From an optimization exercise on the open Yosys and OpenROAD flow, aimed at small area, a short achievable clock period and few clock cycles per item; shortcuts taken in it are not production practice. No functional check of the RTL was part of any run shown here.

==> flow/design.v (outline; a module is shown in full before it is edited, if it fits) <==
// module hilo_md_unit: 829 lines
module hilo_md_unit #(
    parameter int DATA_W    = 32,
    parameter int DIV_CNT_W = 6
) (
    input  logic              cpu_clk_50M,
    input  logic              cpu_rst_n,
    input  logic              flush_i,
    input  logic              op_valid_i,
    output logic              op_ready_o,
    input  logic [2:0]        op_i,
    input  logic              sign_i,
    input  logic [DATA_W-1:0] src_a_i,
    input  logic [DATA_W-1:0] src_b_i,
    output logic [DATA_W-1:0] hi_o,
    output logic [DATA_W-1:0] lo_o,
    output logic              done_o
);
  // ...
==> flow/run.sh <==
#!/bin/bash
# synth_recipe.tcl (not shown) runs the flow's synth.tcl, then flattens the netlist and writes it again
# the make line also repeats each setting of config.mk as NAME=value (left out here)
make -C /OpenROAD-flow-scripts/flow DESIGN_CONFIG=/design/flow/config.mk WORK_HOME=/design/flow/orfs CLKGATE_MAP_FILE= SYNTH_SCRIPT=/design/flow/synth_recipe.tcl finish
==> flow/config.mk <==
export PLATFORM = sky130hd
export DESIGN_NAME = hilo_md_unit
export DESIGN_NICKNAME = hilo_md_unit
export VERILOG_FILES = /design/flow/design.v
export SDC_FILE = /design/flow/constraint.sdc
export NUM_CORES = 4
export LEC_CHECK = 0
export ABC_AREA = 1
export CAP_MARGIN = 20
export CORE_MARGIN = 2
export CORE_UTILIZATION = 40
export SETUP_SLACK_MARGIN = 4
export SLEW_MARGIN = 20
==> flow/constraint.sdc <==
create_clock -name core_clock -period 14.0 [get_ports {cpu_clk_50M}]
set_input_delay 2.8000 -clock core_clock [delete_from_list [all_inputs] [get_ports {cpu_clk_50M}]]
set_output_delay 2.8000 -clock core_clock [all_outputs]
set_load 0.01 [all_outputs]
==> summary.txt, run 1 <==
Finish
  – Antenna Cells: 6
  – Area grow syn2layout: 8.73%
  – Fillers: about 12,000
  – Final Util: 43.9%
  – Final #Nets: ~7,300
  – Top class by area: multi-input gates

Logic synthesis
  – Synth Instances: between 6,000 and 7,000
  – Adder-Cell Fraction of Synth Area: around 30%
  – Yosys warnings: 2

Global route
  – Global-route wire length before repair: roughly 360,000 um
  – Met2 usage: a little under three fifths

Drt
  – WL met3: 36,400 um
  – WL per Instance: 31.9 um

Worst hold path
  – Class of the worst hold path: reg2reg
  – Worst Hold Launch: quo_q[13]$_DFF_P_

Status
  – Status: timing/DRC/antenna clean

Worst setup path
  – Most frequent CP cell: fa_1
  – CP Capture Type: flip-flop
  – R2R Setup Slk: around 6000 ps
  – Reg-to-Reg End: hl_s_q[48]$_DFFE_PP0P_
  – Crit path launch: op_i[2]

CTS
  – Post_cts resized: 13

Timing
  – Rel. slew slack: about a fifth

Placement
  – DP Worst Slack: ~2200 ps
==> inputs of run 2 (changes only) <==
--- a/flow/design.v
+++ b/flow/design.v
@@ -13,34 +13,59 @@
     input  logic [DATA_W-1:0] src_a_i,
     input  logic [DATA_W-1:0] src_b_i,
     output logic [DATA_W-1:0] hi_o,
     output logic [DATA_W-1:0] lo_o,
     output logic              done_o
 );
     localparam int c_w2  = 2 * DATA_W;
     localparam int DIV_K = 2;                        
-    localparam int c_lzw = 6;                        
     localparam logic [2:0] c_op_mthi = 3'd1;
     localparam logic [2:0] c_op_mtlo = 3'd2;
     localparam logic [2:0] c_op_mult = 3'd3;
     localparam logic [2:0] c_op_madd = 3'd4;
     localparam logic [2:0] c_op_msub = 3'd5;
     localparam logic [2:0] c_op_div  = 3'd6;
     function automatic logic [1:0] fa(input logic x, input logic y, input logic z);
         fa = {(x & y) | (x & z) | (y & z), x ^ y ^ z};
     endfunction
     function automatic logic [1:0] ha(input logic x, input logic y);
         ha = {x & y, x ^ y};
     endfunction
-    function automatic logic [c_lzw-1:0] lzc(input logic [DATA_W-1:0] x);
-        lzc = c_lzw'(DATA_W);
-        for (int i = 0; i < DATA_W; i++) begin
-            if (x[i]) lzc = c_lzw'(DATA_W - 1 - i);
+    function automatic logic [5:0] lzc32(input logic [31:0] x);
+        logic [15:0]      v1;
+        logic [15:0]      c1;
+        logic [7:0]       v2;
+        logic [7:0][1:0]  c2;
+        logic [3:0]       v3;
+        logic [3:0][2:0]  c3;
+        logic [1:0]       v4;
+        logic [1:0][3:0]  c4;
+        for (int g = 0; g < 16; g++) begin
+            v1[g] = x[2*g+1] | x[2*g];
+            c1[g] = ~x[2*g+1];
         end
+        for (int g = 0; g < 8; g++) begin
+            v2[g] = v1[2*g+1] | v1[2*g];
+            c2[g] = v1[2*g+1] ? {1'b0, c1[2*g+1]} : {1'b1, c1[2*g]};
+        end
+        for (int g = 0; g < 4; g++) begin
+            v3[g] = v2[2*g+1] | v2[2*g];
+            c3[g] = v2[2*g+1] ? {1'b0, c2[2*g+1]} : {1'b1, c2[2*g]};
+        end
+        for (int g = 0; g < 2; g++) begin
+            v4[g] = v3[2*g+1] | v3[2*g];
+            c4[g] = v3[2*g+1] ? {1'b0, c3[2*g+1]} : {1'b1, c3[2*g]};
+        end
+        if (v4[1])      lzc32 = {2'b00, c4[1]};
+        else if (v4[0]) lzc32 = {2'b01, c4[0]};
+        else            lzc32 = 6'd32;
+    endfunction
+    function automatic logic low_mask(input logic [31:0] y);
+        low_mask = ~|(y[31:1] & ~y[30:0]);
     endfunction
     logic                 busy_q;
     logic                 done_q;
     logic [c_w2-1:0]      hl_s_q, hl_c_q;   
     logic [DATA_W-1:0]    quo_q;            
     logic [DATA_W-1:0]    rem_q;
     logic [DATA_W-1:0]    dvs_q;
     logic                 qneg_q, rneg_q;
@@ -719,34 +744,32 @@
     assign {t1236, t1235} = fa(t1224, t1226, t1233);
     assign {t1238, t1237} = ha(t1228, t1235);
     assign {t1240, t1239} = fa(w_acc_s[63], w_acc_c[63], t1232);
     assign {t1242, t1241} = fa(~w_pp15[33], w_pp16[31], t1239);
     assign {t1244, t1243} = fa(t1234, t1241, t1236);
     assign w_tree_s = {t1238, t1237, t1222, t1221, t1202, t1201, t1178, t1177, t1150, t1149, t1118, t1117, t1082, t1081, t1042, t1041, t998, t997, t950, t949, t898, t897, t842, t841, t782, t781, t718, t717, t650, t614, t611, t544, t512, t480, t450, t420, t392, t364, t338, t312, t288, t264, t242, t220, t200, t180, t162, t144, t128, t112, t98, t84, t72, t60, t50, t40, t32, t24, t18, t12, t9, t4, w_pp0[1], t1};
     assign w_tree_c = {t1243, t1230, t1229, t1212, t1211, t1190, t1189, t1164, t1163, t1134, t1133, t1100, t1099, t1062, t1061, t1020, t1019, t974, t973, t924, t923, t870, t869, t812, t811, t750, t749, t684, t683, t649, t613, t577, t543, t511, t479, t449, t419, t391, t363, t337, t311, t287, t263, t241, t219, t199, t179, t161, t143, t127, t111, t97, t83, t71, t59, t49, t39, t31, t23, t17, t11, t7, t3, w_pp0[0]};
     logic              w_a_neg, w_b_neg, w_b_zero;
-    logic [DATA_W-1:0] w_a_mag, w_b_mag;
-    logic [c_lzw-1:0]  w_a_lz, w_b_lz;
-    logic [c_lzw:0]    w_nbits;         
-    logic              w_div_quick;     
-    logic [DIV_CNT_W-1:0] w_iters;      
-    logic [c_lzw-1:0]  w_skip;          
+    logic [DATA_W-1:0] w_a_ones, w_b_ones, w_a_mag, w_b_mag;
+    logic [6:0]        w_m;
+    logic              w_div_quick;
+    logic [4:0]        w_skip;
     logic [c_w2-1:0]   w_dvd_sh;
     assign w_a_neg  = sign_i & src_a_i[DATA_W-1];
     assign w_b_neg  = sign_i & src_b_i[DATA_W-1];
-    assign w_a_mag  = w_a_neg ? -src_a_i : src_a_i;
-    assign w_b_mag  = w_b_neg ? -src_b_i : src_b_i;
+    assign w_a_ones = src_a_i ^ {DATA_W{w_a_neg}};
+    assign w_b_ones = src_b_i ^ {DATA_W{w_b_neg}};
+    assign w_a_mag  = w_a_ones + DATA_W'(w_a_neg);
+    assign w_b_mag  = w_b_ones + DATA_W'(w_b_neg);
     assign w_b_zero = (src_b_i == '0);
-    assign w_a_lz   = lzc(w_a_mag);
-    assign w_b_lz   = lzc(w_b_mag);
-    assign w_div_quick = (w_a_lz > w_b_lz);
-    assign w_nbits  = {1'b0, w_b_lz} - {1'b0, w_a_lz} + (c_lzw+1)'(1);
-    assign w_iters  = DIV_CNT_W'((w_nbits + (c_lzw+1)'(DIV_K - 1)) / DIV_K);
-    assign w_skip   = c_lzw'(DATA_W - w_iters * DIV_K);
+    assign w_m      = 7'd31 + {1'b0, lzc32(w_a_ones)} - {1'b0, lzc32(w_b_ones)}
+                      - 7'(w_a_neg & low_mask(w_a_ones)) + 7'(w_b_neg & low_mask(w_b_ones));
+    assign w_div_quick = w_m[5];
+    assign w_skip   = {w_m[4:1], 1'b0};
     assign w_dvd_sh = {{DATA_W{1'b0}}, w_a_mag} << w_skip;
     logic [DATA_W-1:0] w_q_end, w_r_end;
     always_comb begin : div_steps
         logic [DATA_W:0]   sh, diff;
         logic [DATA_W-1:0] rem, quo;
         rem = rem_q;
         quo = quo_q;
         for (int k = 0; k < DIV_K; k++) begin
@@ -819,13 +842,13 @@
             quo_q <= w_q_end;
             cnt_q <= cnt_q - DIV_CNT_W'(1);
         end else begin
             rem_q  <= w_dvd_sh[c_w2-1:DATA_W];
             quo_q  <= w_dvd_sh[DATA_W-1:0];
             dvs_q  <= w_b_mag;
             qneg_q <= w_a_neg ^ w_b_neg;
             rneg_q <= w_a_neg;
-            cnt_q  <= w_iters - DIV_CNT_W'(1);
+            cnt_q  <= {2'b00, ~w_m[4:1]};
         end
     end
 endmodule
 `default_nettype wire
==> flow/config.mk (replaced) <==
export PLATFORM = sky130hd
export DESIGN_NAME = hilo_md_unit
export DESIGN_NICKNAME = hilo_md_unit
export VERILOG_FILES = /design/flow/design.v
export SDC_FILE = /design/flow/constraint.sdc
export NUM_CORES = 4
export LEC_CHECK = 0
export ABC_AREA = 1
export CAP_MARGIN = 20
export CORE_MARGIN = 2
export CORE_UTILIZATION = 40
export SETUP_SLACK_MARGIN = 5
export SLEW_MARGIN = 20
==> summary.txt, run 2 <==
Status
  – Status: timing/DRC/antenna clean

Worst setup path
  – Reg-to-Reg End: hl_s_q[28]$_DFFE_PP0P_
  – R2R Setup Slk: 6310 ps (+330 ps)
  – CP Capture Type: flip-flop
  – Critical path startpoint category: input port
  – Worst Path Max Fanout: 39
  – WP data arrival: around 9300 ps
  – R2R cell count: 31
  – Kind of critical path: in2reg
  – Worst r2r src: dvs_q[0]$_DFFE_PN_
  – Critical Path RT: roughly 14,000 ps

Timing
  – Fin. max-slew vios: 0
  – Final TNS setup: 0 ps
  – Clk_skew: between 40 and 50 ps
  – Slew @ Worst Pin: approximately 1100 ps
  – Tcrit/Tclk final: roughly 63%
  – Max Fclk: 113 MHz
  – Rel. slew slack: 22.8% (+4.0 points)
  – Post-layout minimum cycle time: approximately 9000 ps
  – RSZ-0062 raised after global routing: no
  – # setup viols final: 0
  – Final hold vios: 0

Finish
  – Area grow syn2layout: 8.75% (about the same)
  – Layout cell share with drive strength beyond 1: under 10%
  – Final Util: 43.9% (-0.057 points)
  – Top Registers: hl_c_q x64, hl_s_q x64
  – Commonest non-fill, non-tap cell in the layout: nand2_1
  – Final #Nets: 8,306 (+14%)
  – Commonest cells after routing, fill and taps aside: 1,443 x nand2_1, 1,206 x inv_1, 607 x nor2_1, 600 x nand3_1, 591 x fa_1

Drt
  – DRC viols: 0
  – DR iter-0 viols: approximately 8,200
  – Antenna viol nets, final: 0
  – Vias: 56,300
  – WL per Instance: 29.0 um (-8.8%)
  – DR vias/cell: around 6.1
  – Drt pass-1 iters: 8
  – Detailed Route WL: 268,000 um

Logic synthesis
  – Register area share after synthesis: between 10% and 20%
  – Synth Instances: 7,579 (+17%)
  – Synth cell count leaders: 1,456 x nand2_1, 1,210 x inv_1, 610 x nor2_1
  – Post-synth cell types: 57
  – Synthesized flop and latch total: 234
  – Top_reg_cell synth: dfrtp_1
  – Count leader, synth: nand2_1
  – Synthesized area: between 50,000 and 60,000 um^2
  – FFs w/ async S/R, synth: between 50% and 60%
  – Top-area cell type share of the netlist area: approximately 23%
  – Area leader, netlist: fa_1
  – Syn nets: 8,436
  – EDFF count, synth: 34
  – Yosys warnings: 2 (unchanged)
  – Synth area leaders: fa_1 23%, nand2_1 10%, inv_1 8.7%
  – Avg Inst Size Synth: about 6.9 um^2

Placement
  – Dpl hpwl: roughly 200,000 um
  – PortBufs: approximately 140
  – GPL Wtd Cong: around 1.1

Floorplanning
  – Core region area: ~130,000 um^2
  – Die width: approximately 370 um
  – Die area: approximately 130,000 um^2
  – I/O pins: roughly 140
  – Initial core utilization: between 40% and 50%
  – Die H: between 300 and 400 um
  – Num rows: ~130

Worst hold path
  – Hold EP: cnt_q[5]$_SDFF_PN0_
  – Class of the worst hold path: reg2reg
  – Worst hold stages: 2
  – Worst Hold Launch: cnt_q[5]$_SDFF_PN0_

CTS
  – Clock transition at the registers of the reported paths: 60 ps
  – CTS max path bufs: 3
  – TritonCTS clock tree: built
  – Hold buffer count at cts: 0
  – Clk latency of the worst-skew pair: between 600 and 700 ps
  – H-tree levels: 1
  – Inserted Clock Buffers: 30
  – Clock root cell: clkbuf_16
  – CTS Sinks: 234

Global route
  – Number of global-route vias before repair: 53,900
  – Congestion Overflow GR: 0
  – All-Layer GR Usage: approximately two fifths
  – Largest net degree at the start of global routing: 80
  – Global-route wire length before repair: 381,000 um (+5.7%)
  – Antenna violations before repair: 15

Job
  – Maxcap violations: 0
run 2: cells by family after synthesis:
| logic type | count (synthesis) | share of synthesized area [%] |
|---|---|---|
| AOI/OAI and AO/OA | 1310 | 14.7 |
| adders and majority gates | 785 | 27.3 |
| and+or+nand+nor | 2873 | 23.1 |
| DFF | 234 | 10.9 |
| xor gates and xnor gates | 686 | 11.5 |
| buffers and inverters | 1691 | 12.6 |
run 2: final cells by class:
type / count / area, um^2
clock buffer: 40 / 861
clock inverter: 14 / 175
sequential: 234 / 5680
antenna: 4 / 10.0
multi-input combinational: 5658 / 40500
timing repair inverter: 1 / 5.00
fill: 13600 / 72800
tap: 1742 / 2180
inverter: 1250 / 4720
timing repair buffer: 274 / 2720
run 2: layer usage:
metal | global-route usage [%] | wire length (um) | vias to the layer above | share of wire (%)
li1 | - | - | 24000 | -
met1 | 51.9 | 104000 | 26900 | 39
met2 | 52.4 | 101000 | 4396 | 38
met3 | 16.6 | 41800 | 932 | 16
met4 | 24.2 | 20300 | 16 | 7.6
met5 | 0 | 147 | - | 0.055
run 2: worst max-delay path by stage:
stage | start | slack [ps] | cells past startpoint | to
finish | op_i[2] | 5140 | 24 | hl_s_q[38]$_DFFE_PP0P_
global route | src_b_i[1] | 5000 | 25 | hl_s_q[30]$_DFFE_PP0P_
CTS | src_a_i[31] | 5000 | 37 | hl_s_q[47]$_DFFE_PP0P_
detailed placement | src_a_i[31] | 3540 | 37 | hl_s_q[47]$_DFFE_PP0P_
floorplan | op_i[2] | 5820 | 22 | hl_s_q[30]$_DFFE_PP0P_
global placement | src_a_i[31] | 3730 | 37 | hl_s_q[47]$_DFFE_PP0P_
run 2: repair_timing:
item                                    CTS  global route
endpoints found under the setup margin  108           161
gates resized for setup                  30            67
buffers inserted                          6             5
pin swaps                                 4             2
gates cloned                              3             4
run 2: metrics by stage:
step | setup slack [ps] | area (um^2) | hold slack (ps) | instances
6_report | 5140 | 56900 | 485 | 9217
4_1_cts | 5000 | 56500 | 488 | 9204
2_1_floorplan | 5820 | 52300 | 446 | 7579
3_3_place_gp | 3730 | 55200 | 462 | 9141
5_1_grt | 5000 | 56800 | 520 | 9215
3_5_place_dp | 3540 | 55200 | 480 | 9141
run 2: critical path, cell delays in order:
cell             delay, ps
clkdlybuf4s50_1        510
inv_1                  100
nor2_4                 100
buf_8                  260
nand2_4                200
buf_16                 300
xor2_4                 180
clkbuf_8               470
xnor2_1                240
fa_1                   450
fa_1                   570
inv_1                   60
fa_1                   460
fa_1                   430
inv_1                   90
fa_1                   390
inv_1                   90
fa_1                   380
inv_1                  300
ha_1                   310
a221oi_1               290
a21oi_1                110
nor2_1                 110
a21oi_1                 80
==> inputs of run 3 (changes only) <==
--- a/flow/config.mk
+++ b/flow/config.mk
@@ -8,6 +8,6 @@
 export ABC_AREA = 1
 export CAP_MARGIN = 20
 export CORE_MARGIN = 2
-export CORE_UTILIZATION = 40
+export CORE_UTILIZATION = 55
 export SETUP_SLACK_MARGIN = 5
 export SLEW_MARGIN = 20
==> summary.txt, run 3 <==
Timing
  – # setup viols final: 0 (unchanged)
  – Max Fclk: 109 MHz (-3.5%)
  – RSZ-0062 raised after global routing: no
  – Rel. slew slack: 17.0% (-5.8 points)
  – Slew @ Worst Pin: 1230 ps (+85.4 ps)
  – Final hold vios: 0 (unchanged)
  – Final TNS setup: 0 ps (unchanged)
  – Post-layout minimum cycle time: 9180 ps (+317 ps)
  – Tcrit/Tclk final: 65.5% (+2.3 points)
  – Clk_skew: 39.4 ps (-6.35 ps)
  – Fin. max-slew vios: 0 (unchanged)

Logic synthesis
  – Synthesized flop and latch total: 234 (unchanged)
  – Synth area leaders: fa_1 23%, nand2_1 10%, inv_1 8.7%
  – Post-synth cell types: 57 (unchanged)
  – FFs w/ async S/R, synth: 55.6% (unchanged)
  – Area leader, netlist: fa_1
  – Syn nets: 8,436 (unchanged)
  – Synth Instances: 7,579 (unchanged)
  – Top-area cell type share of the netlist area: 22.6% (unchanged)
  – Register area share after synthesis: 10.9% (unchanged)
  – Count leader, synth: nand2_1
  – Synth cell count leaders: 1,456 x nand2_1, 1,210 x inv_1, 610 x nor2_1
  – Synthesized area: 52,300 um^2 (unchanged)
  – EDFF count, synth: 34 (unchanged)
  – Yosys warnings: 2 (unchanged)
  – Avg Inst Size Synth: 6.90 um^2 (unchanged)
  – Top_reg_cell synth: dfrtp_1

Finish
  – Commonest cells after routing, fill and taps aside: 1,442 x nand2_1, 1,204 x inv_1, 607 x nor2_1, 600 x nand3_1, 591 x fa_1
  – Commonest non-fill, non-tap cell in the layout: nand2_1
  – Layout cell share with drive strength beyond 1: 4.02% (+0.14 points)
  – Top Registers: hl_c_q x64, hl_s_q x64
  – Area grow syn2layout: 7.68%
  – Fillers: 9,125 (-33%)
  – Final #Nets: 8,318 (+0.14%)
  – Final instance area: 56,300 um^2 (-0.98%)

CTS
  – Clk latency of the worst-skew pair: 620 ps (-20 ps)
  – Clock transition at the registers of the reported paths: 60 ps (about the same)
  – CTS Sinks: 234 (unchanged)
  – Inserted Clock Buffers: 34 (+13%)
  – H-tree levels: 2 (+1)
  – Hold buffer count at cts: 0 (unchanged)
  – Clock root cell: clkbuf_16
  – CTS max path bufs: 3 (unchanged)
  – TritonCTS clock tree: built

Worst setup path
  – Kind of critical path: in2reg
  – WP data arrival: 9670 ps (+340 ps)
  – Critical Path RT: 14,490 ps (+20 ps)
  – Worst Path Max Fanout: 17 (-56%)
  – Crit path launch: src_b_i[13]
  – CP max-delay cell: clkdlybuf4s50_1
  – Most frequent CP cell: fa_1
  – Crit path cell chain: clkdlybuf4s50_1 > inv_1 > ha_1 > nand2_2 > buf_4 > o22ai_1 > xor2_1 > fa_1 > fa_1 > fa_1 > fa_1 > inv_1 > fa_1 > fa_1 > a221oi_1 > a21oi_1 > nor2_1 > a21oi_1
  – CP top delay family: adder cells
  – R2R cell count: 32 (+3.2%)
  – CP Capture Type: flip-flop
  – Slowest stage delay, CP: 970 ps (+400 ps)
  – R2R Setup Slk: 6340 ps (+30 ps)
  – Critical path buffers and inverters: 4 (-5)
  – Critical path startpoint category: input port
  – Reg-to-Reg End: hl_s_q[47]$_DFFE_PP0P_
  – Worst r2r src: dvs_q[0]$_DFFE_PN_

Placement
  – PortBufs: 137 (unchanged)
  – Dpl hpwl: 191,000 um (-3.9%)
  – GPL Wtd Cong: 1.13 (+5.1%)
  – Placed cell areas: 54,700 um^2 (-0.92%)

Drt
  – Vias: 57,700 (+2.4%)
  – Detailed Route WL: 262,000 um (-2.3%)
  – DR vias/cell: 6.58 (+7.8%)
  – Drt pass-1 iters: 21 (+13)
  – DR iter-0 viols: 10,100 (+23%)
  – DRC viols: 0 (unchanged)
  – WL per Instance: 29.9 um (+2.8%)
  – Antenna viol nets, final: 0 (unchanged)

Floorplanning
  – Die H: 312 um (-15%)
  – I/O pins: 138 (unchanged)
  – Num rows: 113 (-14%)
  – Die area: 97,500 um^2 (-27%)
  – Die width: 312 um (-15%)
  – Initial core utilization: 55.3% (+15 points)
  – Core region area: 94,600 um^2 (-27%)

Global route
  – Congestion Overflow GR: 0 (unchanged)
  – All-Layer GR Usage: 52.5% (+13 points)
  – Global-route wire length before repair: 374,000 um (-1.7%)
  – Number of global-route vias before repair: 54,700 (+1.5%)
  – Antenna violations before repair: 17 (+2)
  – Largest net degree at the start of global routing: 79 (-1.3%)

Worst hold path
  – Hold EP: cnt_q[5]$_SDFF_PN0_
  – Worst hold stages: 2 (unchanged)
  – Class of the worst hold path: reg2reg
  – Worst Hold Launch: cnt_q[5]$_SDFF_PN0_

Status
  – Status: timing/DRC/antenna clean

Job
  – Maxcap violations: 0 (unchanged)
[run 3: cell counts after synthesis]
No cell type changed its count.
[run 3: worst max-delay path by stage]
stage	end	slack (ps)	cells past startpoint
after floorplan	hl_s_q[30]$_DFFE_PP0P_	5820	22
after global placement	hl_s_q[40]$_DFFE_PP0P_	3460	24
after detailed placement	hl_s_q[47]$_DFFE_PP0P_	3320	38
after CTS	hl_s_q[36]$_DFFE_PP0P_	5030	23
after global routing	hl_s_q[30]$_DFFE_PP0P_	4990	23
final	hl_s_q[32]$_DFFE_PP0P_	4820	18
[run 3: worst reg2reg max path, delay by kind of cell (launching register included)]
kind / cells / cell delay, ps
AND/OR/NAND/NOR: 25 / 4370
buffers and inverters: 3 / 1160
adder cells (fa/ha/maj): 3 / 1100
flip-flops: 1 / 630
AO/OA/AOI/OAI: 1 / 320
[run 3: area by class of cell]
class | instances | area, um^2 | area share, %
repair inverters | 1 | 7.51 | 0.0133
diodes | 7 | 17.5 | 0.0311
well taps | 1265 | 1580 | 2.81
repair buffers | 282 | 2650 | 4.71
clock buffers | 48 | 975 | 1.73
inverters | 1250 | 4730 | 8.40
multi-input cells | 5658 | 40500 | 72.0
flip-flops and latches | 234 | 5680 | 10.1
clock inverters | 13 | 139 | 0.247
[run 3: kinds of logic after synthesis]
family | after synthesis | share of synthesized area [%]
compound gates | 1310 | 14.7
xor+xnor | 686 | 11.5
fa+ha+maj | 785 | 27.3
buf+inv | 1691 | 12.6
flops | 234 | 10.9
simple gates | 2873 | 23.1
[run 3: metrics by stage]
stage | worst slack, ps | utilization [%] | hold slack (ps) | cells
6_report | 4820 | 59.5 | 484 | 8758
5_1_grt | 4990 | 59.5 | 515 | 8756
4_1_cts | 5030 | 59.3 | 479 | 8744
3_5_place_dp | 3320 | 57.9 | 471 | 8669
3_3_place_gp | 3460 | 57.8 | 471 | 8668
2_1_floorplan | 5820 | - | 446 | 7579
[run 3: repair_timing]
item,CTS,global route
endpoints found under the setup margin,181,185
gates resized for setup,17,37
buffers inserted,10,4
pin swaps,6,1
cloned,4,3
[run 3: routing by layer]
layer  wire, um  global-route usage (%)  up-vias
met5        507                    3.87        -
li1           -                       -    24100
met2      97800                    68.9     5363
met1      92700                    66.4    26900
met4      22400                    34.9       26
met3      48100                    26.6     1280

## port drivers added, routing unchanged
Ports are ideal in the flow. The routed layouts listed here were re-timed in OpenROAD.
Step 1, drivers: a clkbuf_16 drives cpu_clk_50M and a buf_2 each remaining input, both assumed.
Step 2 adds t to the input delays and takes it off the output delays; t is the mean of the earliest and latest rising clock arrival at the registers after step 1. Input paths then give back, and output paths get back, about the clock's delay inside the block.
a / b / c = ideal / step 1 / step 2; a / b = the first two.
run	shift t [ns]	setup slack, ns	worst setup path at the end
run 1	0.654	4.098 / 4.135 / 3.481	input to register
run 2	0.690	5.141 / 5.186 / 4.496	input to register
run 3	0.681	4.824 / 4.874 / 4.193	input to register
After both steps every run listed still meets setup and hold. The setup slack of run 2, which loses most, moves by +0.045 ns with the drivers and by -0.645 ns with both steps.
